This design comes from an exercise in tuning for small area, a short achievable clock period and few clock cycles per item on the open sky130 flow, not from production work.
Where RTL was checked, it was by simulation tests only, not by an equivalence proof against the original.
Power figures rest on the tool's default switching activity, not on a simulated workload.

==> flow/design.v (excerpt) <==
module serial_packet_framer_deframer_core #(
   parameter int TX_BUFFER_DEPTH = 256
) (
   input  logic       clock,
   input  logic       reset,
   input  logic       req_valid,
   output logic       req_ready,
   input  logic [2:0] req_action,
   input  logic [7:0] req_byte_value,
   input  logic [7:0] req_load_index,
   input  logic [7:0] req_tx_length,
   output logic       rsp_valid,
   input  logic       rsp_ready,
   output logic [1:0] rsp_kind,
   output logic [7:0] rsp_out_byte,
   output logic [7:0] rsp_position,
   output logic [7:0] rsp_packet_length,
   output logic       rsp_tx_busy
);
Size: about 4600 cells after synthesis, about 2400 flip-flops, ~60 I/O pins, ~66000 µm² of cells after synthesis.
Settings: LEC_CHECK=0, ABC_CLOCK_PERIOD_IN_PS=2500, CAP_MARGIN=20, CORE_MARGIN=2, CORE_UTILIZATION=55, CTS_CLUSTER_DIAMETER=120, CTS_CLUSTER_SIZE=26, SETUP_SLACK_MARGIN=2.2, SLEW_MARGIN=20; clock period 5.0 ns.
run.sh (not shown) runs the stock make flow with config.mk's settings and CLKGATE_MAP_FILE= SYNTH_SCRIPT=/design/flow/synth_recipe.tcl, a recipe that flattens the netlist after the stock synthesis.
The first run completed without violations.
==> next run, changes <==
--- a/flow/config.mk
+++ b/flow/config.mk
@@ -13,3 +13,4 @@
 export CTS_CLUSTER_SIZE = 26
-export SETUP_SLACK_MARGIN = 2.2
+export SETUP_SLACK_MARGIN = 2.0
 export SLEW_MARGIN = 20
+export TNS_END_PERCENT = 10
Wire length goes down by 3.3%.
Design area goes down by 2.6%.
Non-clock buffer count goes down by 107.
Power goes down by 0.42%.
Global-route usage goes down by 1.0 points.
Area after synthesis does not change.
Utilization goes down by 1.6 points.
No functional check of the RTL was part of any run of this note.

---

Setup of build 47:
serial_packet_framer_deframer_core, a different RTL version from the one above (not shown whole).
Size: ~4,300 cells after synthesis, about 60 I/O pins, ~65,000 um^2 of cells after synthesis.
## serial_packet_framer_deframer_core
module serial_packet_framer_deframer_core #(
   parameter int TX_BUFFER_DEPTH = 256
) (
   input  logic       clock,
   input  logic       reset,
   input  logic       req_valid,
   output logic       req_ready,
   input  logic [2:0] req_action,
   input  logic [7:0] req_byte_value,
   input  logic [7:0] req_load_index,
   input  logic [7:0] req_tx_length,
   output logic       rsp_valid,
   input  logic       rsp_ready,
   output logic [1:0] rsp_kind,
   output logic [7:0] rsp_out_byte,
   output logic [7:0] rsp_position,
   output logic [7:0] rsp_packet_length,
   output logic       rsp_tx_busy
);
Settings: LEC_CHECK=0, ABC_CLOCK_PERIOD_IN_PS=2500, CAP_MARGIN=20, CORE_MARGIN=2, CORE_UTILIZATION=50, CTS_CLUSTER_DIAMETER=120, CTS_CLUSTER_SIZE=26, PLACE_DENSITY=0.8, SETUP_SLACK_MARGIN=2.0, SLEW_MARGIN=20; clock period 5.0 ns.
Testbench counts of build 47, summed over its fixed seeds: cycles 32,008, items 32,000.
Changes in build 72 relative to build 47:
# build 47
export LEC_CHECK = 0
export ABC_CLOCK_PERIOD_IN_PS = 2500
export CAP_MARGIN = 20
export CORE_MARGIN = 2
export CORE_UTILIZATION = 50
export CTS_CLUSTER_DIAMETER = 120
export CTS_CLUSTER_SIZE = 26
export PLACE_DENSITY = 0.8
export SETUP_SLACK_MARGIN = 2.0
export SLEW_MARGIN = 20
create_clock -name core_clock -period 5.0 [get_ports {clock}]
# build 72
export LEC_CHECK = 0
export ABC_CLOCK_PERIOD_IN_PS = 2500
export CAP_MARGIN = 20
export CORE_MARGIN = 2
export CORE_UTILIZATION = 50
export CTS_CLUSTER_DIAMETER = 120
export CTS_CLUSTER_SIZE = 26
export PLACE_DENSITY = 0.65
export SETUP_SLACK_MARGIN = 2.0
export SLEW_MARGIN = 20
create_clock -name core_clock -period 5.0 [get_ports {clock}]
==> comparison <==
- Compare build 72 and build 47 | largest net degree at the start of global routing lower: build 47
- Build 72 against build 47: final worst-path cycle share decreased by 4.2 points relative to the old numbers, clock latency on the worst-skew pair now larger, average detailed-routed wire length per instance fell by 3.5%, worst path setup slack after routing grew by 210 ps.
### build 72 -> build 51
# build 72
export LEC_CHECK = 0
export ABC_CLOCK_PERIOD_IN_PS = 2500
export CAP_MARGIN = 20
export CORE_MARGIN = 2
export CORE_UTILIZATION = 50
export CTS_CLUSTER_DIAMETER = 120
export CTS_CLUSTER_SIZE = 26
export PLACE_DENSITY = 0.65
export SETUP_SLACK_MARGIN = 2.0
export SLEW_MARGIN = 20
create_clock -name core_clock -period 5.0 [get_ports {clock}]
# build 51
export LEC_CHECK = 0
export ABC_CLOCK_PERIOD_IN_PS = 2500
export CAP_MARGIN = 20
export CORE_MARGIN = 2
export CORE_UTILIZATION = 55
export CTS_CLUSTER_DIAMETER = 120
export CTS_CLUSTER_SIZE = 26
export SETUP_SLACK_MARGIN = 2.0
export SLEW_MARGIN = 20
create_clock -name core_clock -period 5.0 [get_ports {clock}]
==> comparison <==
Sort build 51 and build 72 by worst slack after detailed placement, ascending, and build 72 comes first. Comparing build 51 and build 72, the lower share of total power in combinational logic was measured on build 72. Between build 51 and build 72, met1 track demand over resource is higher for build 51, build 72 comes in under that. Diff build 72..build 51 | sequential cell count | unchanged. Looking at final clock period utilization by the worst path, build 51 sits above build 72. Build 72 fits on a die that is larger than the die of build 51. | cell area | build 51 vs build 72 | ≈ equal |. Of build 51 and build 72, the lower placeable core region belongs to build 51. | die boundary width | lower: build 51 |. Number of nets in the layout ended up 31 higher on build 51 than on build 72.
Here is what was changed in the inputs of build 33 compared with build 51.
# build 51
export LEC_CHECK = 0
export ABC_CLOCK_PERIOD_IN_PS = 2500
export CAP_MARGIN = 20
export CORE_MARGIN = 2
export CORE_UTILIZATION = 55
export CTS_CLUSTER_DIAMETER = 120
export CTS_CLUSTER_SIZE = 26
export SETUP_SLACK_MARGIN = 2.0
export SLEW_MARGIN = 20
create_clock -name core_clock -period 5.0 [get_ports {clock}]
# build 33
export LEC_CHECK = 0
export ABC_CLOCK_PERIOD_IN_PS = 2500
export CAP_MARGIN = 20
export CORE_MARGIN = 2
export CORE_UTILIZATION = 45
export CTS_CLUSTER_DIAMETER = 120
export CTS_CLUSTER_SIZE = 26
export PLACE_DENSITY = 0.7
export SETUP_SLACK_MARGIN = 2.0
export SLEW_MARGIN = 20
create_clock -name core_clock -period 5.0 [get_ports {clock}]
--- outcome ---
Build 33 reached the final stage; the timing, design-rule and antenna checks on its layout passed.
Build 33 reports its critical path endpoint as win_ff[3][1] while build 51 reports win_ff[6][7].
[compare] base=build 51 new=build 33: total area of multi-input combinational cells neither gained nor lost much; combinational power neither gained nor lost much; sequential share of layout area neither gained nor lost much; clock skew picked up an extra 32 ps; power density over cell area lost 0.36%.
Re worst hold slack: build 51 and build 33 aren't equal, and the lower value belongs to build 33.

afterwards: timing with drivers on the ports:
How much do the figures lean on ideal ports? The routed layouts below were timed once more, with nothing changed but the port constraints. Step 1 assumes that a clkbuf_16 drives the clock port and a buf_2 every other input. Step 2 adds t to the input delays and takes it off the output delays; t is the mean of the earliest and latest rising clock arrival at the registers after step 1. Input paths then give back, and output paths get back, about the clock's delay inside the block. Slacks: no drivers / after step 1 / after step 2; pairs: no drivers / after step 1.
run	t (ns)	setup slack, ns	hold WS [ns]	worst register clock-pin slew, ns	worst data-port slew with drivers (ns)
the first run of note 1	0.793	1.965 / 1.965 / 1.333	0.300 / 0.300 / 0.300	0.11 / 0.11	0.10
the second run of note 1	0.796	1.824 / 1.824 / 1.187	0.313 / 0.313 / 0.313	0.12 / 0.12	0.08
build 47	0.795	1.787 / 1.787 / 1.314	0.306 / 0.306 / 0.306	0.12 / 0.12	0.08
build 72	0.813	1.997 / 1.997 / 1.297	0.315 / 0.315 / 0.315	0.12 / 0.12	0.04
build 51	0.787	1.974 / 1.974 / 1.354	0.298 / 0.298 / 0.298	0.12 / 0.12	0.04
build 33	0.796	1.932 / 1.932 / 1.251	0.281 / 0.281 / 0.281	0.12 / 0.12	0.09
After both steps every run listed still meets setup and hold. The setup slack of build 72, which loses most, moves by 0.000 ns with the drivers and by -0.700 ns with both steps.
